This is an optimization exercise on Yosys and OpenROAD, whose aim is small area and a short achievable clock period, not a production implementation. The RTL was checked by simulation tests, not by an equivalence proof against the original design. Power figures rest on the tool's default switching activity, not on a simulated workload.

==> flow/design.v <==
package imem_pkg;
    localparam int FAULT_W        = 2;
    localparam int FAULT_MISALIGN = 0;
    localparam int FAULT_RANGE    = 1;
    localparam logic [31:0] NOP_INSTR = 32'h0000_0013;
endpackage
module imem_hold (
    input  logic q,
    input  logic d,
    input  logic keep,
    input  logic load,
    output logic nxt
);
    assign nxt = (q & keep) | (d & load);
endmodule
module imem_aoi #(
    parameter int N = 3
) (
    input  logic [N-1:0] a,
    input  logic [N-1:0] s,
    output logic         y_n
);
    assign y_n = !(|(a & s));
endmodule
module imem_nand #(
    parameter int N = 4
) (
    input  logic [N-1:0] a,
    output logic         y_n
);
    assign y_n = !(&a);
endmodule
module imem_nor #(
    parameter int N = 3
) (
    input  logic [N-1:0] a,
    output logic         y_n
);
    assign y_n = !(|a);
endmodule
module imem_rd_fin #(
    parameter bit NOP_B = 1'b0
) (
    input  logic [1:0] m_n,
    input  logic       take,
    input  logic       q,
    input  logic       hold,
    input  logic       nop,
    output logic       nxt
);
    assign nxt = (!(&m_n) & take) | (q & hold) | (NOP_B & nop);
endmodule
module imem_ready (
    input  logic load_en,
    input  logic resp_valid,
    input  logic resp_ready,
    output logic req_ready
);
    assign req_ready = !load_en && (!resp_valid || resp_ready);
endmodule
module imem_rd_bit #(
    parameter int DEPTH = 64,
    parameter bit NOP_B = 1'b0
) (
    input  logic [DEPTH-1:0] col,
    input  logic [DEPTH-1:0] sel,
    input  logic             take,
    input  logic             q,
    input  logic             hold,
    input  logic             nop,
    output logic             nxt
);
    localparam int NG = (DEPTH + 2) / 3;       
    localparam int NH = (NG + 3) / 4;          
    localparam int NA = (NH + 1) / 2;          
    localparam int NB = NH - NA;               
    logic [NG-1:0] g_n;
    logic [NH-1:0] h;
    logic [1:0]    m_n;
    for (genvar g = 0; g < NG; g++) begin : g_grp
        localparam int LO = 3 * g;
        localparam int CNT = (DEPTH - LO >= 3) ? 3 : DEPTH - LO;
        imem_aoi #(.N(CNT)) u_aoi (
            .a   (col[LO +: CNT]),
            .s   (sel[LO +: CNT]),
            .y_n (g_n[g])
        );
    end
    for (genvar k = 0; k < NH; k++) begin : g_nand
        localparam int BASE = NG / NH;
        localparam int XTRA = NG % NH;
        localparam int LO   = k * BASE + ((k < XTRA) ? k : XTRA);
        localparam int CNT  = BASE + ((k < XTRA) ? 1 : 0);
        imem_nand #(.N(CNT)) u_nand (
            .a   (g_n[LO +: CNT]),
            .y_n (h[k])
        );
    end
    imem_nor #(.N(NA)) u_nor_a (.a(h[0 +: NA]), .y_n(m_n[0]));
    imem_nor #(.N(NB)) u_nor_b (.a(h[NA +: NB]), .y_n(m_n[1]));
    imem_rd_fin #(.NOP_B(NOP_B)) u_fin (
        .m_n  (m_n),
        .take (take),
        .q    (q),
        .hold (hold),
        .nop  (nop),
        .nxt  (nxt)
    );
endmodule
module instr_fetch_mem #(
    parameter int                DATA_W    = 32,
    parameter int                ADDR_W    = 32,
    parameter int                DEPTH     = 64,
    parameter logic [ADDR_W-1:0] BASE_ADDR = '0,
    parameter logic [DATA_W-1:0] NOP_INSTR = imem_pkg::NOP_INSTR,
    localparam int               IDX_W     = (DEPTH > 1) ? $clog2(DEPTH) : 1
) (
    input  logic                         clk,
    input  logic                         reset,
    input  logic                         req_valid,
    output logic                         req_ready,
    input  logic [ADDR_W-1:0]            req_addr,
    output logic                         resp_valid,
    input  logic                         resp_ready,
    output logic [DATA_W-1:0]            resp_instr,
    output logic [ADDR_W-1:0]            resp_addr,
    output logic [imem_pkg::FAULT_W-1:0] resp_fault,
    input  logic                         load_en,
    input  logic [IDX_W-1:0]             load_idx,
    input  logic [DATA_W-1:0]            load_data
);
    localparam int FAULT_W        = imem_pkg::FAULT_W;
    localparam int FAULT_MISALIGN = imem_pkg::FAULT_MISALIGN;
    localparam int FAULT_RANGE    = imem_pkg::FAULT_RANGE;
    logic [ADDR_W-1:0]  off;
    logic [ADDR_W-1:0]  idx;
    logic [FAULT_W-1:0] fault;
    logic               bad;
    logic               rdy;
    logic               take;
    logic               hold;
    logic               nop;
    logic [DEPTH-1:0]   sel;
    logic [DATA_W-1:0]  mem_q [DEPTH];
    logic [DATA_W-1:0]  instr_q;
    logic [DATA_W-1:0]  instr_d;
    logic [ADDR_W-1:0]  addr_d;
    logic [FAULT_W-1:0] fault_d;
    imem_ready u_ready (
        .load_en    (load_en),
        .resp_valid (resp_valid),
        .resp_ready (resp_ready),
        .req_ready  (req_ready)
    );
    assign rdy = !load_en && (!resp_valid || resp_ready);
    assign off = req_addr - BASE_ADDR;
    assign idx = off >> 2;
    always_comb begin
        fault                 = '0;
        fault[FAULT_MISALIGN] = (req_addr[1:0] != 2'b00);
        fault[FAULT_RANGE]    = (req_addr < BASE_ADDR) || (idx >= ADDR_W'(DEPTH));
    end
    assign bad = |fault;
    for (genvar w = 0; w < DEPTH; w++) begin : g_word
        logic              we;
        logic              keep;
        logic [DATA_W-1:0] d;
        assign we   = load_en && (load_idx == IDX_W'(w));
        assign keep = !we;
        for (genvar b = 0; b < DATA_W; b++) begin : g_bit
            imem_hold u_hold (
                .q    (mem_q[w][b]),
                .d    (load_data[b]),
                .keep (keep),
                .load (we),
                .nxt  (d[b])
            );
        end
        always_ff @(posedge clk) begin
            mem_q[w] <= d;
        end
    end
    assign take = rdy && !bad;
    assign nop  = rdy && bad;
    assign hold = !rdy;
    for (genvar w = 0; w < DEPTH; w++) begin : g_sel
        assign sel[w] = (idx[IDX_W-1:0] == IDX_W'(w));
    end
    for (genvar b = 0; b < DATA_W; b++) begin : g_rd
        logic [DEPTH-1:0] col;
        for (genvar w = 0; w < DEPTH; w++) begin : g_col
            assign col[w] = mem_q[w][b];
        end
        imem_rd_bit #(.DEPTH(DEPTH), .NOP_B(NOP_INSTR[b])) u_rd (
            .col  (col),
            .sel  (sel),
            .take (take),
            .q    (instr_q[b]),
            .hold (hold),
            .nop  (nop),
            .nxt  (instr_d[b])
        );
    end
    for (genvar b = 0; b < ADDR_W; b++) begin : g_addr
        imem_hold u_hold (
            .q    (resp_addr[b]),
            .d    (req_addr[b]),
            .keep (hold),
            .load (rdy),
            .nxt  (addr_d[b])
        );
    end
    for (genvar b = 0; b < FAULT_W; b++) begin : g_fault
        imem_hold u_hold (
            .q    (resp_fault[b]),
            .d    (fault[b]),
            .keep (hold),
            .load (rdy),
            .nxt  (fault_d[b])
        );
    end
    always_ff @(posedge clk) begin
        instr_q    <= instr_d;
        resp_addr  <= addr_d;
        resp_fault <= fault_d;
    end
    always_ff @(posedge clk or posedge reset) begin
        if (reset) begin
            resp_valid <= 1'b0;
        end else begin
            resp_valid <= (req_valid && rdy) || (resp_valid && !resp_ready);
        end
    end
    assign resp_instr = instr_q;
endmodule
==> flow/run.sh <==
#!/bin/bash
# synth_recipe.tcl (not shown) runs the flow's synth.tcl, then flattens the netlist and writes it again
# the make line also repeats each setting of config.mk as NAME=value (left out here)
make -C /OpenROAD-flow-scripts/flow DESIGN_CONFIG=/design/flow/config.mk WORK_HOME=/design/flow/orfs CLKGATE_MAP_FILE= SYNTH_SCRIPT=/design/flow/synth_recipe.tcl finish
==> flow/config.mk <==
export PLATFORM = sky130hd
export DESIGN_NAME = instr_fetch_mem
export DESIGN_NICKNAME = instr_fetch_mem
export VERILOG_FILES = /design/flow/design.v
export SDC_FILE = /design/flow/constraint.sdc
export NUM_CORES = 4
export LEC_CHECK = 0
export CAP_MARGIN = 20
export CORE_MARGIN = 2
export CORE_UTILIZATION = 50
export SETUP_SLACK_MARGIN = 2.5
export SLEW_MARGIN = 20
export SYNTH_HIERARCHICAL = 1
export SYNTH_MINIMUM_KEEP_SIZE = 0
==> flow/constraint.sdc <==
create_clock -name core_clock -period 5.0 [get_ports {clk}]
set_input_delay 1.0000 -clock core_clock [delete_from_list [all_inputs] [get_ports {clk}]]
set_output_delay 1.0000 -clock core_clock [all_outputs]
set_load 0.01 [all_outputs]
==> impl_metrics.yaml, run 1 <==
status:
  status: "no timing/DRC/antenna violations"
global_route:
  grt_use_total_pct: 41.7
  grt_pass1_vias: 59800
  antenna_found_initial: 7
  grt_max_degree: 65
  grt_pass1_wl_um: 447000
  gr-total-overflow: 0
setup_path:
  worst-setup-path-type: "primary input to flip-flop"
  crit_start: "req_addr[5]"
  crit_end: "instr_q[18]"
  cp.arrival_ns: 3.93
  regToRegSetupSlack_ns: 2.36
  worstSetupStartpointType: "primary input"
  endpoint_kind: "flip-flop"
  reg2regPathDepth: 5
  reg2reg_to: "instr_q[17]"
  rr_startpoint: "mem_q[24][17]"
  cp.required_ns: 5.71
  crit_fanout: 16
detailed_routing:
  first_iter_violations: 12300
  wl_met1_um: 125000
  routed.top_layer: "met5"
  wl_met2_um: 131000
  dr.pass1.iters: 10
  vias_per_cell: 7.52
  route.detailed.drc: 0
  postRouteAntennaNets: 0
  via_count: 64000
  wl_per_cell_um: 37.4
  route.met3.wl_um: 45400
  drt_wl_total_um: 318000
place:
  dpl_cell_area_mm2: 0.0780
  io_buffer_count: 142
  pre_cts_ws_ns: -0.0937
  dp_hpwl_um: 176000
  place.gp.congestion: 0.972
sta:
  fin_setup_tns_ns: 0
  rsz0062_at_grt: "true"
  slew_headroom_pct: 22.1
  fin_crit_ns: 3.21
  drv_slew: 0
  min_period_over_period_pct: 64.3
  finalHoldViolations: 0
  fin_ws_ns: 1.79
  clock_skew_ns: 0.0272
  final-setup-viol-count: 0
  fmax_mhz: 311
  max_slew.worst_pin.slew_ns: 1.17
cts:
  clock-sinks: 2115
  path_clk_slew_ns: 0.06
  cts_root_buffer: "clkbuf_16"
  cts_tree: "built"
  htree_levels: 4
  cts_buffers: 210
  clk_latency_ns: 0.84
  cts.path.max_buffers: 3
floorplanning:
  start_util_pct: 50.2
  core_area_mm2: 0.141
  dieArea_mm2: 0.145
  rows: 138
  die_y_um: 381
  dieWidth_um: 381
  top_level_ports: 143
synth:
  synth_top_area_share_pct: 59.7
  syn-num-nets: 5610
  ys_seq_area_share_pct: 59.7
  synth_cell_type_count: 30
  synth-warning-count: 9
  postSynthAreaPerCell_um2: 12.8
  syn_area_mm2: 0.0709
  netlist_instances: 5535
  synth-seq-cells: 2115
  synth_area_leader_cell: "dfxtp_1"
  synth_area_leaders: "dfxtp_1 (60%), a22o_1 (26%), a222oi_1 (9.5%)"
finish:
  nets: 6533
  multi_input_area_mm2: 0.0300
  drive_gt1_share_pct: 18.7
  layout_common_cells: "a22o_1 (2,111), dfxtp_1 (2,090), a222oi_1 (672)"
  design_area_mm2: 0.0884
  final_common_cell: "a22o_1"
  seq_area_mm2: 0.0424
  fillCellCount: 11200
  area_growth_pct: 24.7
power:
  ir_drop_uv: 339
  p_leak_nw: 34.5
  power_density_mw_per_mm2: 451
min_path:
  hp-class: "primary input to async pin"
run:
  drv_cap: 0
## per-module statistics from Yosys (local to each module, per instance), a selection
module | times used | flops+latches | cell area [µm²]
instr_fetch_mem | 1 | 2115 | 43700
imem_ready | 1 | 0 | 12.5
imem_hold | 2082 | 0 | 8.76
## where the power goes
part | internal [mW] | switching, mW
Clock | 8.92 | 6.73
Combinational | 2.19 | 1.58
Sequential | 19.2 | 1.29
## cells by family (layout without fill, tap and decap cells)
kind of cell	count (synthesis)	after routing	synth area share (%)
buf+inv	33	1094	0.203
other cells	0	4	0
simple gates	598	620	4.48
flops	2115	2115	59.7
compound gates	2789	2789	35.6
## repair_timing
action,4_1_cts,5_1_grt
hold buffers,0,0
buffers inserted,178,51
pin swaps,170,121
resized for setup,443,42
gates cloned,36,8
endpoints found under the setup margin,2096,40
## worst max-delay path, stage by stage
cell and delay (ns):
buf_12 0.12, buf_12 0.14, buf_12 0.13, nand3_4 0.14, nor2_4 0.14, buf_12 0.19, buf_4 0.16, a222oi_1 0.23
nand4_1 0.69, nor3_4 0.61, nand2_1 0.11, a22o_1 0.21
## Yosys cell counts (all sizes together)
master and number:
dfxtp 2114, a22o 2111, a222oi 672, nand2 148, nor2 139, nand4 131, nand3 77, nor3 70
clkbuf 12, buf 11, inv 10, nand2b 8, nor4 8, nor2b 7, or2 4, a221o 3
a21oi 1, and2b 1, and3 1, and3b 1, dfrtp 1, nand3b 1, nor3b 1, o21ai 1
o31a 1, or3b 1
## worst min path at each step
stage | startpoint | end | slack, ns
after floorplan | mem_q[0][0] | mem_q[0][0] | 0.46
after global placement | mem_q[39][11] | mem_q[39][11] | 0.46
after detailed placement | resp_addr[27] | resp_addr[27] | 0.47
after CTS | reset | resp_valid | 0.27
after global routing | reset | resp_valid | 0.31
final | reset | resp_valid | 0.30
## final cells by class
class / instances / area share (%)
Antenna cell: 4 / 0.0113
Timing Repair inverter: 3 / 0.0255
Inverter: 10 / 0.0594
Timing Repair Buffer: 709 / 7.78
Sequential cell: 2115 / 48.0
Tap cell: 1890 / 2.67
Multi-Input combinational cell: 3409 / 33.9
Clock inverter: 42 / 0.439
Clock buffer: 330 / 7.15
## metrics by stage
step	hold slack [ns]	power, mW	util [%]	std cells
after global routing	0.314	41.0	62.6	8509
final	0.303	39.9	62.6	8512
after CTS	0.270	39.7	62.1	8449
after detailed placement	0.470	24.2	55.2	7863
after floorplan	0.455	22.8	-	5535
after global placement	0.465	24.1	55.2	7863
## registers in the layout, indices dropped and copies added, names as in the netlist
name	cells
resp_fault	2
resp_valid	1
resp_addr	32
mem_q	2048
instr_q	32
## layer usage
metal	vias to the layer above	GRT usage (%)
li1	26200	-
met1	32200	56.7
met2	4726	58.9
met3	880	14.9
met4	14	19.5
met5	-	0
==> run 2: changes to the inputs <==
--- a/flow/config.mk
+++ b/flow/config.mk
@@ -5,10 +5,13 @@
 export SDC_FILE = /design/flow/constraint.sdc
 export NUM_CORES = 4
 export LEC_CHECK = 0
-export CAP_MARGIN = 20
+export CAP_MARGIN = 10
 export CORE_MARGIN = 2
 export CORE_UTILIZATION = 50
+export CTS_BUF_LIST = sky130_fd_sc_hd__clkbuf_8
+export CTS_CLUSTER_DIAMETER = 40
+export CTS_CLUSTER_SIZE = 14
 export SETUP_SLACK_MARGIN = 2.5
-export SLEW_MARGIN = 20
+export SLEW_MARGIN = 10
 export SYNTH_HIERARCHICAL = 1
 export SYNTH_MINIMUM_KEEP_SIZE = 0
==> run 2 against run 1 <==
  * Clock power down about 10%
  * Critical path type unchanged
  * Critical path depth down 2
  * Design area down 1.9%
  * Clock-buffer cell count down 54
  * Combinational power down 1%
  * Still clean
  * Core utilization down 1.2 points
  * Cell count about the same
  * Synthesized cell count unchanged
  * Die area unchanged
  * Non-clock buffer count down 76
  * Global-route usage down 0.80 points
==> impl_metrics.yaml, run 2 <==
status:
  status: "no timing/DRC/antenna violations"
floorplanning:
  rows: 138
  die_y_um: 381
  dieArea_mm2: 0.145
  start_util_pct: 50.2
  core_area_mm2: 0.141
  dieWidth_um: 381
  top_level_ports: 143
global_route:
  gr-total-overflow: 0
  use_met3_pct: 13.5
  grt_max_degree: 65
  antenna_found_initial: 8
  grt_pass1_vias: 59300
  grtUsageMet1_pct: 56.9
  grt_util_met2_pct: 57.0
  grt_use_total_pct: 40.9
  grt_pass1_wl_um: 439000
  grt.busiest_layer: "met2"
cts:
  cts.path.max_buffers: 3
  htree_levels: 4
  cts_root_buffer: "clkbuf_8"
  path_clk_slew_ns: 0.08
  cts_tree: "built"
  clock-sinks: 2115
  clk_latency_ns: 1.00
  cts_buffers: 240
power:
  pwr-share-seq_pct: 53.6
  p_comb_share_pct: 9.8
  power_density_mw_per_mm2: 440
  power_switching_mw: 9.89
  p_leak_nw: 33.7
  p_clk_share_pct: 36.7
  power.internal_mw: 28.2
  swShare_pct: 25.9
  ir_drop_uv: 312
place:
  dp_hpwl_um: 176000
  io_buffer_count: 142
  place.gp.congestion: 0.972
  dpl.cell_count: 7863
synth:
  synth-seq-cells: 2115
  synth_area_leader_cell: "dfxtp_1"
  ys_seq_area_share_pct: 59.7
  synth-warning-count: 9
  synth-edff-count: 0
  ys.flop_type: "dfxtp_1"
  async_reset_ff_share_pct: 0.0473
  synth_area_leaders: "dfxtp_1 (60%), a22o_1 (26%), a222oi_1 (9.5%)"
  synth_cell_type_count: 30
  netlist_instances: 5535
  postSynthAreaPerCell_um2: 12.8
  synth_most_common_cell: "dfxtp_1"
  synth_commonest_cells: "dfxtp_1 (2,114), a22o_1 (2,111), a222oi_1 (672)"
  syn_area_mm2: 0.0709
  syn-num-nets: 5610
  synth_top_area_share_pct: 59.7
detailed_routing:
  postRouteAntennaNets: 0
  via_count: 63600
  wl_per_cell_um: 36.8
  route.detailed.drc: 0
  drt_wl_total_um: 313000
  vias_per_cell: 7.47
  first_iter_violations: 12500
  dr.pass1.iters: 12
finish:
  largest_register_ffs: 2048
  nets: 6481
  final_common_cell: "a22o_1"
  area_growth_pct: 22.3
  drive_gt1_share_pct: 20.6
  fin_cells: 8509
  largestRegisters: "mem_q: 2048 flops, instr_q: 32 flops, resp_addr: 32 flops"
  largest-register: "mem_q"
  layout_common_cells: "a22o_1 (2,111), dfxtp_1 (2,048), a222oi_1 (672)"
setup_path:
  worst-setup-path-type: "primary input to flip-flop"
  crit_fanout: 16
  endpoint_kind: "flip-flop"
  cp.required_ns: 5.87
  worstSetupStartpointType: "primary input"
  critPathMostFrequentCell: "nor2_4"
  crit_slowest_cell: "nand4_1"
  crit_buf_inv: 2
  max_stage_delay_ns: 0.84
  crit_family: "simple AND/OR/NAND/NOR gates"
  cp.arrival_ns: 4.04
  crit_chain: "buf_6, nor2_4, nand2_4, buf_4, nor2_4, a222oi_1, nand4_1, nor3_2, nand2_1, a22o_1"
sta:
  fin_crit_ns: 3.17
  max_slew.worst_pin.slew_ns: 1.23
  final-setup-viol-count: 0
  drv_slew: 0
  finalHoldViolations: 0
  hold_ws_ns: 0.136
  slew_headroom_pct: 17.8
  fmax_mhz: 316
  rsz0062_at_grt: "true"
  min_period_over_period_pct: 63.3
  clock_skew_ns: 0.0573
min_path:
  hp-class: "primary input to async pin"
run:
  drv_cap: 0
==> run 2: final cells by class <==
| cell class | instances | area (µm²) |
|---|---|---|
| timing repair buffer | 633 | 6120 |
| tap | 1890 | 2360 |
| sequential | 2115 | 42500 |
| antenna | 5 | 12.5 |
| clock inverter | 174 | 2030 |
| clock buffer | 276 | 3800 |
| fill | 11400 | 54500 |
| inverter | 10 | 52.6 |
| multi-input combinational | 3403 | 29900 |
| timing repair inverter | 3 | 22.5 |
==> run 2: stage by stage <==
step	utilization, %	setup WS, ns	setup TNS (ns)	power, mW	cell area (µm²)
2_1_floorplan	-	2.10	0	22.8	71700
3_3_place_gp	55.2	-0.158	-0.275	24.1	78000
3_5_place_dp	55.2	-0.0937	-0.158	24.2	78000
4_1_cts	60.9	2.20	0	38.0	86000
5_1_grt	61.4	2.01	0	39.3	86800
6_report	61.4	1.83	0	38.1	86800
==> run 2: per-layer routing <==
layer	wire length, µm	vias to the layer above
li1	-	26100
met1	125000	32000
met2	128000	4745
met3	44200	761
met4	16000	8
met5	46	-
==> run 2: worst paths after layout <==
kind,slack [ns],from,depth (start not counted),end
max,1.83,req_addr[2],10,instr_q[24]
max reg2reg,2.34,mem_q[24][11],5,instr_q[11]
min reg2reg,0.48,resp_addr[2],1,resp_addr[2]
min in group core_clock,0.28,req_addr[6],2,resp_addr[6]
min,0.14,reset,2,resp_valid
max in group asynchronous,4.78,reset,2,resp_valid
==> run 2: timing repair <==
action                      CTS  global route
setup buffers               119            39
setup endpoints to repair  1373           868
gates resized for setup     588            67
gates cloned                 25             8
hold buffers                  0             0
pin swaps                    96            88
==> run 2: cell families (layout without fill, tap and decap cells) <==
logic type / Yosys count / in the layout / synth area share, %
compound gates: 2789 / 2789 / 35.6
flops: 2115 / 2115 / 59.7
simple gates: 598 / 614 / 4.48
buf+inv: 33 / 1096 / 0.203
other cells: 0 / 5 / 0
==> run 2: modules after synthesis (local to each module, per instance), excerpt <==
module	cell area [µm²]	cells
imem_hold	8.76	1
imem_ready	12.5	2
instr_fetch_mem	43700	2427
==> run 2: power groups by stage <==
stage               clock network (mW)  registers (mW)  logic, mW
floorplan                            0            20.4       2.40
global placement                     0            20.7       3.40
detailed placement                   0            20.7       3.50
CTS                               14.0            20.4       3.61
global route                      14.7            20.7       3.93
finish                            14.0            20.4       3.72
==> run 3: changes to the inputs <==
--- a/flow/config.mk
+++ b/flow/config.mk
@@ -11,7 +11,8 @@
 export CTS_BUF_LIST = sky130_fd_sc_hd__clkbuf_8
 export CTS_CLUSTER_DIAMETER = 40
 export CTS_CLUSTER_SIZE = 14
-export SETUP_SLACK_MARGIN = 2.5
+export SETUP_SLACK_MARGIN = 2.6
 export SLEW_MARGIN = 10
 export SYNTH_HIERARCHICAL = 1
 export SYNTH_MINIMUM_KEEP_SIZE = 0
+export TNS_END_PERCENT = 5
==> run 3 against run 2 <==
  * Non-clock buffer count fell by 46
  * Fmax grew 5.6%
  * Global-route usage is 1.9 points higher
==> impl_metrics.yaml, run 3 <==
finish:
  largest_register_ffs: 2048
  fin_util_pct: 61.2
  largest-register: "mem_q"
  area_growth_pct: 21.8
  layout_common_cells: "a22o_1 (2,111), dfxtp_1 (2,090), a222oi_1 (672)"
  final_common_cell: "a22o_1"
  largestRegisters: "mem_q: 2048 flops, instr_q: 32 flops, resp_addr: 32 flops"
  drive_gt1_share_pct: 18.8
  fillCellCount: 11400
  nets: 6479
synth:
  syn_area_mm2: 0.0709
  synth_commonest_cells: "dfxtp_1 (2,114), a22o_1 (2,111), a222oi_1 (672)"
  synth_area_leaders: "dfxtp_1 (60%), a22o_1 (26%), a222oi_1 (9.5%)"
  synth_cell_type_count: 30
  ys.flop_type: "dfxtp_1"
  synth-edff-count: 0
  netlist_instances: 5535
  async_reset_ff_share_pct: 0.0473
  synth_most_common_cell: "dfxtp_1"
  synth-warning-count: 9
  syn-num-nets: 5610
  ys_seq_area_share_pct: 59.7
  synth_top_area_share_pct: 59.7
  synth_area_leader_cell: "dfxtp_1"
  synth-seq-cells: 2115
  postSynthAreaPerCell_um2: 12.8
power:
  swShare_pct: 25.7
  p_leak_nw: 33.6
  ir_drop_uv: 321
  power_switching_mw: 9.96
  power.internal_mw: 28.8
  p_comb_share_pct: 9.6
  p_clk_share_pct: 37.7
  power_density_mw_per_mm2: 449
  power_mw: 38.8
  pwr-share-seq_pct: 52.8
place:
  dp_hpwl_um: 181000
  place.gp.congestion: 0.960
  io_buffer_count: 142
setup_path:
  worst-setup-path-type: "primary input to flip-flop"
  endpoint_kind: "flip-flop"
  cp.arrival_ns: 3.90
  crit_start: "req_addr[7]"
  worstSetupStartpointType: "primary input"
  cp.required_ns: 5.90
  crit_fanout: 7
  regToRegSetupSlack_ns: 2.45
  rr_startpoint: "resp_valid"
sta:
  fin_setup_tns_ns: 0
  clock_skew_ns: 0.0600
  min_period_over_period_pct: 59.9
  drv_slew: 0
  fin_crit_ns: 3.00
  finalHoldViolations: 0
  rsz0062_at_grt: "true"
  slew_headroom_pct: 13.1
  final-setup-viol-count: 0
  fmax_mhz: 334
  max_slew.worst_pin.slew_ns: 1.30
cts:
  clock-sinks: 2115
  cts_buffers: 279
  path_clk_slew_ns: 0.08
  htree_levels: 5
  cts_root_buffer: "clkbuf_8"
  cts.path.max_buffers: 4
  hold_buffers: 0
  clk_latency_ns: 1.05
  cts_tree: "built"
detailed_routing:
  postRouteAntennaNets: 0
  dr.pass1.iters: 11
  via_count: 64900
  wl_per_cell_um: 38.5
  drt_wl_total_um: 327000
  vias_per_cell: 7.64
  first_iter_violations: 12900
  route.detailed.drc: 0
global_route:
  grt_pass1_wl_um: 455000
  gr-total-overflow: 0
  grt_use_total_pct: 42.8
  grt_pass1_vias: 59900
  antenna_found_initial: 12
  grt_max_degree: 65
floorplanning:
  start_util_pct: 50.2
  core_area_mm2: 0.141
  top_level_ports: 143
  dieWidth_um: 381
  rows: 138
  dieArea_mm2: 0.145
  die_y_um: 381
status:
  status: "no timing/DRC/antenna violations"
min_path:
  hp-class: "primary input to async pin"
run:
  drv_cap: 0
==> run 3: cell counts after synthesis <==
Identical to the previous run, type by type.
==> run 3: cells by family after synthesis <==
logic type	count (synthesis)	synth area share, %
buffers and inverters	33	0.203
DFF	2115	59.7
and+or+nand+nor	598	4.48
AOI/OAI and AO/OA	2789	35.6
==> run 3: path summary, 6_finish.rpt <==
| check | depth (start not counted) | to |
|---|---|---|
| min in group core_clock | 2 | resp_addr[4] |
| worst min-delay path | 2 | resp_valid |
| worst min register to register | 1 | resp_addr[22] |
| worst max-delay path | 12 | instr_q[16] |
| max in group asynchronous | 2 | resp_valid |
| worst max register to register | 5 | instr_q[4] |
==> run 3: routing by layer <==
layer,vias to the layer above,part of all wire [%],GRT usage [%]
met3,1054,15,15.9
met2,5296,41,59.5
li1,26100,-,-
met5,-,0.010,0
met4,6,5.8,22.5
met1,32500,39,57.5
==> run 3: through the flow <==
stage | cells | hold slack, ns | cell area (µm²) | setup slack (ns)
after detailed placement | 7864 | 0.470 | 77800 | 0.0970
after floorplan | 5535 | 0.455 | 71700 | 2.12
after global placement | 7864 | 0.465 | 77800 | 0.0812
after CTS | 8456 | 0.0830 | 86000 | 2.21
after global routing | 8490 | 0.114 | 86400 | 2.06
final | 8494 | 0.126 | 86400 | 2.00
==> run 3: critical path, stage by stage <==
cell	delay, ns
buf_12	0.12
or2_4	0.23
buf_12	0.16
buf_6	0.12
nor2_4	0.05
buf_12	0.16
buf_8	0.18
a222oi_1	0.34
nand4_1	0.55
nor3_4	0.58
nand2_1	0.16
a22o_1	0.22
==> run 3: per-module statistics from Yosys, one instance, submodules excluded, excerpt <==
module | flops+latches | cells inside | area (µm²)
imem_ready | 0 | 2 | 12.5
imem_hold | 0 | 1 | 8.76
instr_fetch_mem | 2115 | 2427 | 43700
==> run 3: repair_timing <==
| action | CTS | global route |
|---|---|---|
| gates cloned | 30 | 5 |
| endpoints found under the setup margin | 978 | 2039 |
| setup buffers | 89 | 25 |
| gates resized for setup | 381 | 39 |
| pin swaps | 140 | 61 |
==> run 3: final cells by class <==
class / instances / area [µm²] / share of cell area [%]
tap: 1890 / 2360 / 2.74
clock buffer: 312 / 4290 / 4.97
timing repair inverter: 1 / 7.51 / 0.00869
sequential: 2115 / 42400 / 49.1
antenna: 8 / 20.0 / 0.0232
timing repair buffer: 587 / 5510 / 6.38
multi-input combinational: 3410 / 29900 / 34.6
inverter: 10 / 48.8 / 0.0565
clock inverter: 161 / 1830 / 2.12
==> run 3: power groups by stage <==
stage | clock, mW | combinational (mW) | sequential [mW]
2_1_floorplan | 0 | 2.40 | 20.4
3_3_place_gp | 0 | 3.41 | 20.7
3_5_place_dp | 0 | 3.51 | 20.7
4_1_cts | 14.6 | 3.60 | 20.4
5_1_grt | 15.3 | 3.90 | 20.7
6_report | 14.6 | 3.70 | 20.4
==> run 4: changes to the inputs <==
--- a/flow/config.mk
+++ b/flow/config.mk
@@ -8,9 +8,9 @@
 export CAP_MARGIN = 10
 export CORE_MARGIN = 2
 export CORE_UTILIZATION = 50
-export CTS_BUF_LIST = sky130_fd_sc_hd__clkbuf_8
-export CTS_CLUSTER_DIAMETER = 40
-export CTS_CLUSTER_SIZE = 14
+export CTS_BUF_LIST = sky130_fd_sc_hd__clkbuf_16
+export CTS_CLUSTER_DIAMETER = 50
+export CTS_CLUSTER_SIZE = 20
 export SETUP_SLACK_MARGIN = 2.6
 export SLEW_MARGIN = 10
 export SYNTH_HIERARCHICAL = 1
==> run 4 against run 3 <==
  * Global-route usage fell by 0.33 points
  * Still clean on timing, DRC and antenna
  * Sequential power barely moved
  * Flip-flop and latch count did not move
==> impl_metrics.yaml, run 4 <==
status:
  status: "no timing/DRC/antenna violations"
floorplanning:
  core_area_mm2: 0.141
  dieArea_mm2: 0.145
  start_util_pct: 50.2
  top_level_ports: 143
  dieWidth_um: 381
  die_y_um: 381
  rows: 138
setup_path:
  cp.required_ns: 5.73
  reg2reg_to: "instr_q[4]"
  crit_fanout: 11
  crit_start: "req_addr[3]"
  crit_end: "instr_q[25]"
  regToRegSetupSlack_ns: 2.47
  reg2regPathDepth: 5
  cp.arrival_ns: 3.96
  endpoint_kind: "flip-flop"
  rr_startpoint: "mem_q[6][4]"
  worstSetupStartpointType: "primary input"
  worst-setup-path-type: "primary input to flip-flop"
power:
  ir_drop_uv: 349
  power_switching_mw: 10.1
  power_density_mw_per_mm2: 445
  swShare_pct: 26.0
  p_comb_share_pct: 9.7
  p_leak_nw: 33.7
  pwr-share-seq_pct: 52.7
  power.internal_mw: 28.7
  p_clk_share_pct: 37.6
global_route:
  grt_use_total_pct: 42.5
  use_met3_pct: 16.0
  grtUsageMet1_pct: 57.3
  grt_util_met2_pct: 59.5
  grt_max_degree: 65
  gr-total-overflow: 0
  grt_pass1_wl_um: 451000
  grt.busiest_layer: "met2"
  grt_pass1_vias: 58800
  antenna_found_initial: 11
sta:
  max_slew.worst_pin.slew_ns: 1.30
  final-setup-viol-count: 0
  fmax_mhz: 310
  clock_skew_ns: 0.0240
  finalHoldViolations: 0
  drv_slew: 0
  min_period_over_period_pct: 64.4
  fin_ws_ns: 1.78
  fin_setup_tns_ns: 0
  fin_crit_ns: 3.22
  rsz0062_at_grt: "true"
  slew_headroom_pct: 13.0
synth:
  async_reset_ff_share_pct: 0.0473
  synth-seq-cells: 2115
  syn-num-nets: 5610
  ys.flop_type: "dfxtp_1"
  synth-warning-count: 9
  syn_area_mm2: 0.0709
  postSynthAreaPerCell_um2: 12.8
  synth-edff-count: 0
  ys_seq_area_share_pct: 59.7
  synth_commonest_cells: "dfxtp_1 (2,114), a22o_1 (2,111), a222oi_1 (672)"
  synth_top_area_share_pct: 59.7
  synth_area_leader_cell: "dfxtp_1"
  synth_most_common_cell: "dfxtp_1"
  netlist_instances: 5535
  synth_cell_type_count: 30
  synth_area_leaders: "dfxtp_1 (60%), a22o_1 (26%), a222oi_1 (9.5%)"
finish:
  layout_common_cells: "a22o_1 (2,111), dfxtp_1 (2,095), a222oi_1 (672)"
  nets: 6441
  largest-register: "mem_q"
  area_growth_pct: 22.7
  fin_util_pct: 61.6
  final_common_cell: "a22o_1"
  largestRegisters: "mem_q: 2048 flops, instr_q: 32 flops, resp_addr: 32 flops"
  drive_gt1_share_pct: 17.8
  fillCellCount: 11300
  largest_register_ffs: 2048
cts:
  clock-sinks: 2115
  htree_levels: 4
  cts_tree: "built"
  clk_latency_ns: 0.85
  cts_buffers: 172
  cts_root_buffer: "clkbuf_16"
  path_clk_slew_ns: 0.07
  cts.path.max_buffers: 3
detailed_routing:
  postRouteAntennaNets: 0
  dr.pass1.iters: 13
  route.detailed.drc: 0
  drt_wl_total_um: 326000
  first_iter_violations: 13500
  wl_per_cell_um: 38.8
  via_count: 64500
  vias_per_cell: 7.68
place:
  dp_hpwl_um: 181000
  place.gp.congestion: 0.960
  pre_cts_ws_ns: 0.0970
  io_buffer_count: 142
min_path:
  hp-class: "primary input to async pin"
run:
  drv_cap: 0
-- run 4: cell counts after synthesis --
Identical to the previous run, type by type.
-- run 4: final cells by class --
cell class	count	area (µm²)	share of cell area (%)
diodes	2	5.00	0.00575
clock buffers	174	4350	5.00
clock inverters	148	1620	1.86
inverters	10	52.6	0.0604
multi-input cells	3411	29900	34.3
flip-flops and latches	2115	42400	48.7
well taps	1890	2360	2.72
repair buffers	654	6360	7.30
repair inverters	2	15.0	0.0172
-- run 4: metal layers --
layer / routed length, µm / part of all wire (%)
met5: 76 / 0.023
met4: 17500 / 5.4
met3: 51000 / 16
met2: 133000 / 41
met1: 125000 / 38
-- run 4: Yosys stat by module (local to each module, per instance), a selection --
module	copies in the design	cells	flip-flops and latches	cell area [µm²]
instr_fetch_mem	1	2427	2115	43700
imem_ready	1	2	0	12.5
imem_hold	2082	1	0	8.76
-- run 4: cell families after synthesis --
kind of cell / share of synthesized area [%]
and+or+nand+nor: 4.48
AOI/OAI and AO/OA: 35.6
buffers and inverters: 0.203
DFF: 59.7
-- run 4: worst min path at each step --
stage / slack, ns / startpoint / to / cells past startpoint
floorplan: 0.46 / mem_q[0][0] / mem_q[0][0] / 1
global placement: 0.47 / mem_q[21][24] / mem_q[21][24] / 1
detailed placement: 0.47 / resp_fault[0] / resp_fault[0] / 1
CTS: 0.28 / reset / resp_valid / 2
global route: 0.29 / reset / resp_valid / 2
finish: 0.30 / reset / resp_valid / 2
-- run 4: critical path, stage by stage --
cell and delay (ns):
buf_6 0.14, nor2b_4 0.19, nand2_4 0.21, nor2_4 0.18
buf_6 0.20, a222oi_1 0.39, nand4_1 0.71, nor3_4 0.53
nand2_1 0.14, a22o_1 0.22
-- run 4: power by group through the flow --
stage               clock network, mW  logic, mW  registers (mW)
CTS                              14.6       3.63            20.4
global placement                    0       3.41            20.7
global route                     15.2       3.95            20.7
finish                           14.6       3.76            20.4
floorplan                           0       2.40            20.4
detailed placement                  0       3.51            20.7
-- run 4: through the flow --
stage | std cells | hold WS [ns] | cell area, µm² | power (mW)
2_1_floorplan | 5535 | 0.455 | 71700 | 22.8
6_report | 8406 | 0.301 | 87000 | 38.8
4_1_cts | 8314 | 0.278 | 86000 | 38.6
3_5_place_dp | 7864 | 0.470 | 77800 | 24.2
5_1_grt | 8405 | 0.295 | 87000 | 39.9
3_3_place_gp | 7864 | 0.465 | 77800 | 24.1
-- run 4: what timing repair did --
item / in CTS / in global routing
pin swaps: 148 / 91
cloned: 32 / 9
buffers inserted: 96 / 81
resized for setup: 347 / 64
endpoints found under the setup margin: 2010 / 2162
hold buffers: 0 / 0
==> run 5: changes to the inputs <==
==> flow/flow/run.sh (new file) <==
#!/bin/bash
# Own layout flow: the standard flow (standard.sh, unchanged synthesis) with three
# layout choices passed to ORFS as make variables:
#  - ports are buffered with buf_4 instead of the default pick (a slow delay buffer),
#  - the clock tree uses clkbuf_8 leaves under a clkbuf_16 root, clusters of 14 sinks,
#    and no dummy loads.
# Each tool's full output stays in orfs/logs/ (ORFS writes one log per step); make's own
# output goes to flow_make.log in this folder.
set -euo pipefail
bash standard.sh \
  "BUFFER_PORTS_ARGS=-buffer_cell sky130_fd_sc_hd__buf_4" \
  "CTS_ARGS=-sink_clustering_enable -repair_clock_nets -dont_use_dummy_load -sink_clustering_size 14 -sink_clustering_max_diameter 40 -root_buf sky130_fd_sc_hd__clkbuf_16 -buf_list sky130_fd_sc_hd__clkbuf_8" \
  finish > flow_make.log 2>&1
==> flow/standard.sh (new file) <==
#!/bin/bash
# synth_recipe.tcl (not shown) runs the flow's synth.tcl, then flattens the netlist and writes it again
# the make line also repeats each setting of config.mk as NAME=value (left out here)
make -C /OpenROAD-flow-scripts/flow DESIGN_CONFIG=/design/flow/config.mk WORK_HOME=/design/flow/orfs CLKGATE_MAP_FILE= SYNTH_SCRIPT=/design/flow/synth_recipe.tcl "${@:-finish}"
--- a/flow/config.mk
+++ b/flow/config.mk
@@ -8,9 +8,6 @@
 export CAP_MARGIN = 10
 export CORE_MARGIN = 2
 export CORE_UTILIZATION = 50
-export CTS_BUF_LIST = sky130_fd_sc_hd__clkbuf_16
-export CTS_CLUSTER_DIAMETER = 50
-export CTS_CLUSTER_SIZE = 20
 export SETUP_SLACK_MARGIN = 2.6
 export SLEW_MARGIN = 10
 export SYNTH_HIERARCHICAL = 1
removed: flow/run.sh
==> run 5 against run 4 <==
  * Cell count shrank 2.7%
  * Via count shrank 3.4%
  * Clock skew grew 0.047 ns
  * Critical endpoint is now instr_q[14]
==> impl_metrics.yaml, run 5 <==
status:
  status: "no timing/DRC/antenna violations"
floorplanning:
  die_y_um: 381
  dieArea_mm2: 0.145
  rows: 138
  dieWidth_um: 381
  start_util_pct: 50.2
  top_level_ports: 143
  core_area_mm2: 0.141
place:
  dp_hpwl_um: 170000
  place.gp.congestion: 0.901
  pre_cts_ws_ns: 0.414
  dpl_cell_area_mm2: 0.0768
  io_buffer_count: 142
setup_path:
  reg2reg_to: "instr_q[15]"
  worst-setup-path-type: "primary input to flip-flop"
  regToRegSetupSlack_ns: 2.29
  rr_startpoint: "mem_q[21][15]"
  endpoint_kind: "flip-flop"
  crit_end: "instr_q[14]"
  cp.required_ns: 5.72
  reg2regPathDepth: 5
  worstSetupStartpointType: "primary input"
  crit_fanout: 8
  crit_start: "req_addr[4]"
  cp.arrival_ns: 4.08
finish:
  fillCellCount: 11700
  largestRegisters: "mem_q: 2048 flops, instr_q: 32 flops, resp_addr: 32 flops"
  drive_gt1_share_pct: 16.3
  seq_area_mm2: 0.0423
  layout_common_cells: "dfxtp_1 (2,114), a22o_1 (2,111), a222oi_1 (672)"
  largest-register: "mem_q"
  design_area_mm2: 0.0824
  fin_util_pct: 58.3
  multi_input_area_mm2: 0.0299
  area_growth_pct: 16.1
  final_common_cell: "dfxtp_1"
  largest_register_ffs: 2048
  nets: 6362
synth:
  synth_cell_type_count: 30
  ys_seq_area_share_pct: 59.7
  synth_commonest_cells: "dfxtp_1 (2,114), a22o_1 (2,111), a222oi_1 (672)"
  synth_top_area_share_pct: 59.7
  ys.flop_type: "dfxtp_1"
  synth_most_common_cell: "dfxtp_1"
  synth-edff-count: 0
  synth_area_leaders: "dfxtp_1 (60%), a22o_1 (26%), a222oi_1 (9.5%)"
  synth_area_leader_cell: "dfxtp_1"
  synth-seq-cells: 2115
  syn_area_mm2: 0.0709
  netlist_instances: 5535
  synth-warning-count: 9
  async_reset_ff_share_pct: 0.0473
  syn-num-nets: 5610
  postSynthAreaPerCell_um2: 12.8
sta:
  rsz0062_at_grt: "true"
  max_slew.worst_pin.slew_ns: 1.39
  fin_setup_tns_ns: 0
  fin_crit_ns: 3.36
  finalHoldViolations: 0
  drv_slew: 0
  final-setup-viol-count: 0
  fmax_mhz: 297
  fin_ws_ns: 1.64
  clock_skew_ns: 0.0707
  slew_headroom_pct: 6.34
  min_period_over_period_pct: 67.3
cts:
  path_clk_slew_ns: 0.09
  clk_latency_ns: 0.86
  cts_tree: "built"
  clock-sinks: 2115
  cts_buffers: 241
  cts_root_buffer: "clkbuf_16"
  htree_levels: 4
  cts.path.max_buffers: 3
power:
  power_switching_mw: 8.58
  p_comb_share_pct: 10.7
  power.internal_mw: 25.5
  swShare_pct: 25.2
  p_clk_share_pct: 29.3
  power_density_mw_per_mm2: 414
  ir_drop_uv: 245
  p_leak_nw: 31.6
  pwr-share-seq_pct: 60.0
global_route:
  grt_use_total_pct: 39.7
  grt_max_degree: 65
  gr-total-overflow: 0
  antenna_found_initial: 5
  grt_pass1_vias: 57900
  grt_pass1_wl_um: 427000
detailed_routing:
  vias_per_cell: 7.62
  postRouteAntennaNets: 0
  dr.pass1.iters: 14
  route.detailed.drc: 0
  via_count: 62300
  wl_per_cell_um: 37.7
  drt_wl_total_um: 309000
  first_iter_violations: 11700
run:
  drv_cap: 0
min_path:
  hp-class: "primary input to flip-flop"
run 5: what timing repair did:
action | in CTS | in global routing
pin swaps | 79 | 121
setup buffers | 77 | 56
gates resized for setup | 101 | 76
endpoints found under the hold margin | 1 | 0
cloned | 13 | 15
setup endpoints to repair | 265 | 656
hold buffers | 1 | 0
run 5: stage by stage:
stage	hold slack, ns	power [mW]	instances
after floorplan	0.455	22.8	5535
after global placement	0.465	24.1	7772
after detailed placement	0.470	24.2	7772
after CTS	0.331	33.9	8104
after global routing	0.357	35.2	8176
final	0.376	34.1	8179
run 5: layout make-up:
type / instances / share of cell area [%]
flip-flops and latches: 2115 / 51.4
multi-input cells: 3413 / 36.3
well taps: 1890 / 2.87
inverters: 10 / 0.0593
clock buffers: 241 / 4.04
repair buffers: 506 / 5.31
diodes: 4 / 0.0122
run 5: kinds of logic (layout without fill, tap and decap cells):
group	count (synthesis)	after routing	synth area share, %
flip-flops	2115	2115	59.7
AO/OA/AOI/OAI	2789	2789	35.6
AND/OR/NAND/NOR	598	624	4.48
buffers and inverters	33	757	0.203
other	0	4	0
run 5: how the worst min path moves through the flow:
| stage | from | end | depth (start not counted) |
|---|---|---|---|
| 6_report | req_addr[1] | resp_addr[1] | 2 |
| 5_1_grt | req_addr[0] | resp_addr[0] | 2 |
| 4_1_cts | req_addr[1] | resp_addr[1] | 2 |
| 3_5_place_dp | mem_q[0][31] | mem_q[0][31] | 1 |
| 3_3_place_gp | mem_q[9][14] | mem_q[9][14] | 1 |
| 2_1_floorplan | mem_q[0][0] | mem_q[0][0] | 1 |
run 5: per-module statistics from Yosys (local to each module, per instance), a selection:
module	times used	cells inside
instr_fetch_mem	1	2427
imem_ready	1	2
imem_hold	2082	1
run 5: power groups by stage:
stage | Clock, mW | Sequential [mW] | Combinational, mW
final | 10.0 | 20.5 | 3.64
after global routing | 10.7 | 20.7 | 3.85
after CTS | 10.0 | 20.4 | 3.51
after detailed placement | 0 | 20.7 | 3.43
after global placement | 0 | 20.7 | 3.33
after floorplan | 0 | 20.4 | 2.40
run 5: worst max-delay path: stages:
cell,delay [ns]
buf_12,0.13
nor2b_4,0.17
nand2_4,0.13
nor2_4,0.09
buf_12,0.14
buf_6,0.13
a222oi_1,0.58
nand4_1,0.69
nor3_4,0.61
nand2_2,0.18
a22o_1,0.21
run 5: per-layer routing:
layer / part of all wire (%) / vias to the layer above / GRT usage, %
li1: - / 25600 / -
met1: 39 / 31500 / 53.6
met2: 42 / 4454 / 57.2
met3: 14 / 787 / 14.4
met4: 4.5 / 6 / 16.9
met5: 0.044 / - / 0
==> run 6: changes to the inputs <==
==> flow/flow/run.sh (replaced) <==
#!/bin/bash
# Own layout flow: the standard flow (standard.sh, unchanged synthesis) with three
# layout choices passed to ORFS as make variables:
#  - ports are buffered with buf_4 instead of the default pick (a slow delay buffer),
#  - the clock tree uses clkbuf_8 leaves under a clkbuf_16 root, clusters of 14 sinks,
#    and no dummy loads,
#  - timing repair may resize a cell to any footprint.
# Each tool's full output stays in orfs/logs/ (ORFS writes one log per step); make's own
# output goes to flow_make.log in this folder.
set -euo pipefail
bash standard.sh \
  "BUFFER_PORTS_ARGS=-buffer_cell sky130_fd_sc_hd__buf_4" \
  "CTS_ARGS=-sink_clustering_enable -repair_clock_nets -dont_use_dummy_load -sink_clustering_size 14 -sink_clustering_max_diameter 40 -root_buf sky130_fd_sc_hd__clkbuf_16 -buf_list sky130_fd_sc_hd__clkbuf_8" \
  "MATCH_CELL_FOOTPRINT=0" \
  finish > flow_make.log 2>&1
==> run 6 against run 5 <==
  * Setup slack got worse by 0.056 ns
  * Fmax fell by 1.6%
  * Critical endpoint is now instr_q[12]
  * Area after synthesis is the same
  * Largest cell class unchanged
==> impl_metrics.yaml, run 6 <==
cts:
  cts_tree: "built"
  htree_levels: 4
  cts.path.max_buffers: 3
  clk_latency_ns: 0.80
  cts_buffers: 239
  cts_root_buffer: "clkbuf_16"
  path_clk_slew_ns: 0.08
  clock-sinks: 2115
sta:
  rsz0062_at_grt: "true"
  min_period_over_period_pct: 68.4
  clock_skew_ns: 0.0681
  slew_headroom_pct: 12.3
  hold_ws_ns: 0.387
  fin_setup_tns_ns: 0
  fin_crit_ns: 3.42
  final-setup-viol-count: 0
  fmax_mhz: 293
  max_slew.worst_pin.slew_ns: 1.31
  finalHoldViolations: 0
  drv_slew: 0
  fin_ws_ns: 1.58
synth:
  synth_area_leader_cell: "dfxtp_1"
  synth_commonest_cells: "dfxtp_1 (2,114), a22o_1 (2,111), a222oi_1 (672)"
  async_reset_ff_share_pct: 0.0473
  ys_seq_area_share_pct: 59.7
  synth-warning-count: 9
  synth_most_common_cell: "dfxtp_1"
  synth-edff-count: 0
  postSynthAreaPerCell_um2: 12.8
  syn_area_mm2: 0.0709
  synth_cell_type_count: 30
  syn-num-nets: 5610
  ys.flop_type: "dfxtp_1"
  synth_area_leaders: "dfxtp_1 (60%), a22o_1 (26%), a222oi_1 (9.5%)"
  synth_top_area_share_pct: 59.7
  netlist_instances: 5535
  synth-seq-cells: 2115
finish:
  largest_register_ffs: 2048
  largestRegisters: "mem_q: 2048 flops, instr_q: 32 flops, resp_addr: 32 flops"
  largest-register: "mem_q"
  area_growth_pct: 17.0
  layout_common_cells: "dfxtp_1 (2,114), a22o_1 (2,111), a222oi_1 (672)"
  multi_input_area_mm2: 0.0298
  seq_area_mm2: 0.0423
  design_area_mm2: 0.0830
  fin_cells: 8205
  nets: 6386
  drive_gt1_share_pct: 16.5
  final_common_cell: "dfxtp_1"
  fillCellCount: 11600
detailed_routing:
  wl_per_cell_um: 37.1
  route.detailed.drc: 0
  first_iter_violations: 11400
  vias_per_cell: 7.54
  drt_wl_total_um: 305000
  postRouteAntennaNets: 0
  dr.pass1.iters: 14
  via_count: 61900
global_route:
  antenna_found_initial: 10
  gr-total-overflow: 0
  grt_max_degree: 65
  grt_pass1_vias: 58200
  grt_pass1_wl_um: 424000
  grt_use_total_pct: 39.3
place:
  dpl.cell_count: 7766
  io_buffer_count: 142
  pre_cts_ws_ns: 0.385
  dpl_cell_area_mm2: 0.0768
  dp_hpwl_um: 163000
  place.gp.congestion: 0.947
floorplanning:
  core_area_mm2: 0.141
  dieWidth_um: 381
  die_y_um: 381
  top_level_ports: 143
  start_util_pct: 50.2
  dieArea_mm2: 0.145
  rows: 138
setup_path:
  reg2reg_to: "instr_q[12]"
  cp.arrival_ns: 4.11
  regToRegSetupSlack_ns: 2.14
  cp.required_ns: 5.69
  reg2regPathDepth: 5
  rr_startpoint: "mem_q[27][12]"
  endpoint_kind: "flip-flop"
  worstSetupStartpointType: "primary input"
  worst-setup-path-type: "primary input to flip-flop"
  crit_fanout: 6
status:
  status: "no timing/DRC/antenna violations"
power:
  p_leak_nw: 31.8
  ir_drop_uv: 271
  power_density_mw_per_mm2: 410
min_path:
  hold_depth: 2
  hp-class: "primary input to flip-flop"
  min_to: "resp_addr[25]"
  hold_start: "req_addr[25]"
run:
  drv_cap: 0
[run 6: worst max-delay path, cell delays in order]
cell	delay, ns
buf_12	0.11
buf_12	0.12
nor2b_4	0.07
nand3_2	0.12
buf_8	0.13
nor2_4	0.05
buf_6	0.11
a222oi_1	1.05
nand4_1	0.51
nor3_4	0.49
nand2_1	0.12
a22o_1	0.21
[run 6: layout make-up]
cell class                 count  share of cell area (%)
sequential                  2115                    51.0
multi-input combinational   3406                    35.9
clock buffer                 239                    3.98
antenna                        6                  0.0181
timing repair buffer         539                    6.16
inverter                      10                  0.0588
tap                         1890                    2.85
[run 6: what timing repair did]
action                                  4_1_cts  5_1_grt
buffers inserted                             80       84
hold buffers                                  1        0
gates cloned                                 15       14
endpoints found under the hold margin         1        0
pin swaps                                    87      109
endpoints found under the setup margin      199      502
resized for setup                           112      106
[run 6: Yosys stat by module (local to each module, per instance), excerpt]
module,flip-flops and latches,times used,cell area (µm²)
imem_hold,0,2082,8.76
imem_ready,0,1,12.5
instr_fetch_mem,2115,1,43700
[run 6: report_power, final]
group          switching, mW  internal (mW)
logic                   1.51           2.13
registers               1.28           19.2
clock network           5.73           4.22
[run 6: metal layers]
layer  routed length [µm]  global-route usage [%]  part of all wire (%)
met3                37800                    11.3                    12
met1               119000                    52.0                    39
met5                   85                       0                 0.028
met2               129000                    57.1                    42
met4                19700                    23.1                   6.5
[run 6: how the worst max path moves through the flow]
stage | slack, ns | endpoint | from | cells past startpoint
floorplan | 2.12 | mem_q[15][0] | load_idx[3] | 5
global placement | 0.40 | instr_q[15] | req_addr[6] | 10
detailed placement | 0.38 | instr_q[15] | req_addr[7] | 10
CTS | 2.14 | instr_q[15] | req_addr[3] | 10
global route | 1.90 | instr_q[12] | req_addr[3] | 12
finish | 1.58 | instr_q[12] | req_addr[3] | 12
[run 6: cells by family after synthesis]
group / share of synthesized area, %
AO/OA/AOI/OAI: 35.6
flip-flops: 59.7
AND/OR/NAND/NOR: 4.48
buffers and inverters: 0.203
[run 6: stage by stage]
| step | total power, mW | utilization (%) |
|---|---|---|
| after floorplan | 22.8 | - |
| final | 34.0 | 58.7 |
| after CTS | 33.9 | 57.7 |
| after global routing | 35.2 | 58.7 |
| after detailed placement | 24.1 | 54.3 |
| after global placement | 24.0 | 54.3 |
==> run 7: changes to the inputs <==
--- a/flow/config.mk
+++ b/flow/config.mk
@@ -7,9 +7,9 @@
 export LEC_CHECK = 0
 export CAP_MARGIN = 10
 export CORE_MARGIN = 2
-export CORE_UTILIZATION = 50
+export CORE_UTILIZATION = 65
 export SETUP_SLACK_MARGIN = 2.6
 export SLEW_MARGIN = 10
 export SYNTH_HIERARCHICAL = 1
 export SYNTH_MINIMUM_KEEP_SIZE = 0
-export TNS_END_PERCENT = 5
+export TNS_END_PERCENT = 100
==> run 7 against run 6 <==
  * Via count rose by 4.4%
  * Flip-flop and latch count did not move
  * Critical path depth fell by 3
  * Still clean on timing, DRC and antenna
  * Synthesized cell count did not move
  * Sequential power barely moved
  * Power fell by 2.3%
  * Worst hold slack got worse by 0.34 ns
  * Die area fell by 23%
  * Cell count fell by 5.3%
==> impl_metrics.yaml, run 7 <==
status:
  status: "no timing/DRC/antenna violations"
sta:
  fin_setup_tns_ns: 0
  clock_skew_ns: 0.0639
  rsz0062_at_grt: "true"
  fin_crit_ns: 3.47
  slew_headroom_pct: 11.9
  min_period_over_period_pct: 69.5
  fmax_mhz: 288
  drv_slew: 0
  fin_ws_ns: 1.53
  final-setup-viol-count: 0
  finalHoldViolations: 0
  hold_ws_ns: 0.0481
  max_slew.worst_pin.slew_ns: 1.31
cts:
  cts_root_buffer: "clkbuf_16"
  clk_latency_ns: 0.79
  htree_levels: 4
  path_clk_slew_ns: 0.09
  cts.path.max_buffers: 3
  hold_buffers: 0
  cts_buffers: 202
  clock-sinks: 2115
  cts_tree: "built"
global_route:
  gr-total-overflow: 0
  grt_use_total_pct: 47.6
  grt_max_degree: 65
  grt_pass1_wl_um: 398000
  grt_pass1_vias: 58500
  antenna_found_initial: 9
detailed_routing:
  via_count: 64600
  drt_wl_total_um: 294000
  first_iter_violations: 14200
  postRouteAntennaNets: 0
  dr.pass1.iters: 14
  route.detailed.drc: 0
  vias_per_cell: 8.31
  wl_per_cell_um: 37.8
finish:
  drive_gt1_share_pct: 17.2
  fin_cells: 7770
  area_growth_pct: 16.4
  largest_register_ffs: 2048
  largestRegisters: "mem_q: 2048 flops, instr_q: 32 flops, resp_addr: 32 flops"
  final_common_cell: "a22o_1"
  layout_common_cells: "a22o_1 (2,111), dfxtp_1 (2,094), a222oi_1 (672)"
  largest-register: "mem_q"
  nets: 6421
place:
  pre_cts_ws_ns: 0.501
  dp_hpwl_um: 151000
  io_buffer_count: 142
  place.gp.congestion: 0.952
  dpl.cell_count: 7241
power:
  p_leak_nw: 31.8
  power_density_mw_per_mm2: 403
  ir_drop_uv: 356
  power_mw: 33.3
floorplanning:
  top_level_ports: 143
  dieWidth_um: 334
  dieArea_mm2: 0.112
  start_util_pct: 65.3
  core_area_mm2: 0.109
  rows: 121
  die_y_um: 334
synth:
  ys.flop_type: "dfxtp_1"
  synth_most_common_cell: "dfxtp_1"
  synth-seq-cells: 2115
  synth_area_leaders: "dfxtp_1 (60%), a22o_1 (26%), a222oi_1 (9.5%)"
  synth_commonest_cells: "dfxtp_1 (2,114), a22o_1 (2,111), a222oi_1 (672)"
  postSynthAreaPerCell_um2: 12.8
  synth_area_leader_cell: "dfxtp_1"
  netlist_instances: 5535
  ys_seq_area_share_pct: 59.7
  synth-warning-count: 9
  async_reset_ff_share_pct: 0.0473
  syn-num-nets: 5610
  synth_cell_type_count: 30
  syn_area_mm2: 0.0709
  synth-edff-count: 0
  synth_top_area_share_pct: 59.7
setup_path:
  max_stage_delay_ns: 0.76
  crit_chain: "buf_16, nor2b_4, nand2_8, nor2_4, a222oi_1, nand4_1, nor3_4, nand2_1, a22o_1"
  worstSetupStartpointType: "primary input"
  crit_family: "simple AND/OR/NAND/NOR gates"
  crit_buf_inv: 1
  worst-setup-path-type: "primary input to flip-flop"
  endpoint_kind: "flip-flop"
  crit_slowest_cell: "nand4_1"
  cp.arrival_ns: 4.14
  crit_fanout: 8
  cp.required_ns: 5.66
run:
  drv_cap: 0
min_path:
  hp-class: "primary input to async pin"
-- run 7: changes by cell type in the layout (fill, tap and decap cells not counted), moves of 6 or more --
cell      change
diode_2       +6
buf_12        +9
dfxtp_1      -20
clkbuf_8     -37
dfxtp_2      +15
nand2_1      +10
nand2_2      -10
buf_4        +64
buf_6        -31
nor2_4       +27
-- run 7: metal layers --
layer  vias up  global-route usage, %  routed length (µm)
met5         -                  0.521                  38
met4         4                   28.7               22600
met3      1396                   18.4               51300
met2      6056                   66.5              118000
met1     31400                   62.0              102000
li1      25800                      -                   -
-- run 7: timing repair --
item,4_1_cts,5_1_grt
pin swaps,10,138
setup endpoints to repair,122,158
gates cloned,27,31
setup buffers,33,224
resized for setup,77,159
-- run 7: final cells by class --
cell class,instances,area [µm²]
antenna,12,30.0
clock buffer,202,2790
fill,7302,26000
inverter,10,48.8
multi-input combinational,3439,30200
sequential,2115,42400
tap,1414,1770
timing repair buffer,577,5320
timing repair inverter,1,7.51
-- run 7: final timing paths --
path	to	start	slack (ns)	cells after the start
setup / recovery	instr_q[25]	req_addr[3]	1.53	9
hold / removal	resp_valid	reset	0.05	2
setup reg to reg	instr_q[25]	mem_q[18][25]	2.00	5
hold reg to reg	mem_q[8][2]	mem_q[8][2]	0.49	1
max in group asynchronous	resp_valid	reset	4.87	2
min in group core_clock	resp_addr[0]	req_addr[0]	0.43	2
-- run 7: metrics by stage --
stage	utilization [%]	instance area, µm²
2_1_floorplan	-	71700
3_3_place_gp	69.8	75800
3_5_place_dp	69.8	75800
4_1_cts	73.1	79300
5_1_grt	76.0	82500
6_report	76.0	82500
-- run 7: logic make-up after synthesis --
group,after synthesis,synth area share [%]
compound gates,2789,35.6
simple gates,598,4.48
buf+inv,33,0.203
flops,2115,59.7
-- run 7: power by group --
| group | switching [mW] | internal [mW] | total, mW |
|---|---|---|---|
| clock network | 5.47 | 3.60 | 9.07 |
| logic | 1.58 | 2.15 | 3.72 |
| registers | 1.31 | 19.2 | 20.5 |
-- run 7: Yosys stat by module, one instance, submodules excluded, excerpt --
module           area, µm²  times used
instr_fetch_mem      43700           1
imem_ready            12.5           1
imem_hold             8.76        2082

afterwards: timing with drivers on the ports:
No port has a modelled driver above. Below, the same layouts with a new extraction and two added sets of constraints.
Step 1, drivers: a clkbuf_16 drives clk and a buf_2 each remaining input, both assumed.
Step 2 adds t to the input delays and takes it off the output delays; t is the mean of the earliest and latest rising clock arrival at the registers after step 1. Input paths then give back, and output paths get back, about the clock's delay inside the block.
a / b / c = ideal / step 1 / step 2; a / b = the first two.
| run | shift t [ns] | setup slack, ns | hold WS [ns] | pins driven straight from the clock port |
|---|---|---|---|---|
| run 1 | 0.906 | 1.786 / 1.803 / 0.897 | 0.303 / 0.248 / 0.480 | 1 |
| run 2 | 1.062 | 1.835 / 1.863 / 0.800 | 0.136 / 0.075 / 0.476 | 1 |
| run 3 | 1.085 | 2.004 / 2.011 / 0.926 | 0.126 / 0.075 / 0.486 | 1 |
| run 4 | 0.915 | 1.778 / 1.776 / 0.860 | 0.301 / 0.248 / 0.486 | 1 |
| run 5 | 0.895 | 1.637 / 1.672 / 0.776 | 0.376 / 0.329 / 0.484 | 1 |
| run 6 | 0.869 | 1.582 / 1.447 / 0.579 | 0.387 / 0.330 / 0.482 | 1 |
| run 7 | 0.839 | 1.525 / 1.505 / 0.666 | 0.048 / -0.011 / 0.486 | 1 |
After both steps every run listed still meets setup and hold. The setup slack of run 3, which loses most, moves by +0.007 ns with the drivers and by -1.078 ns with both steps.
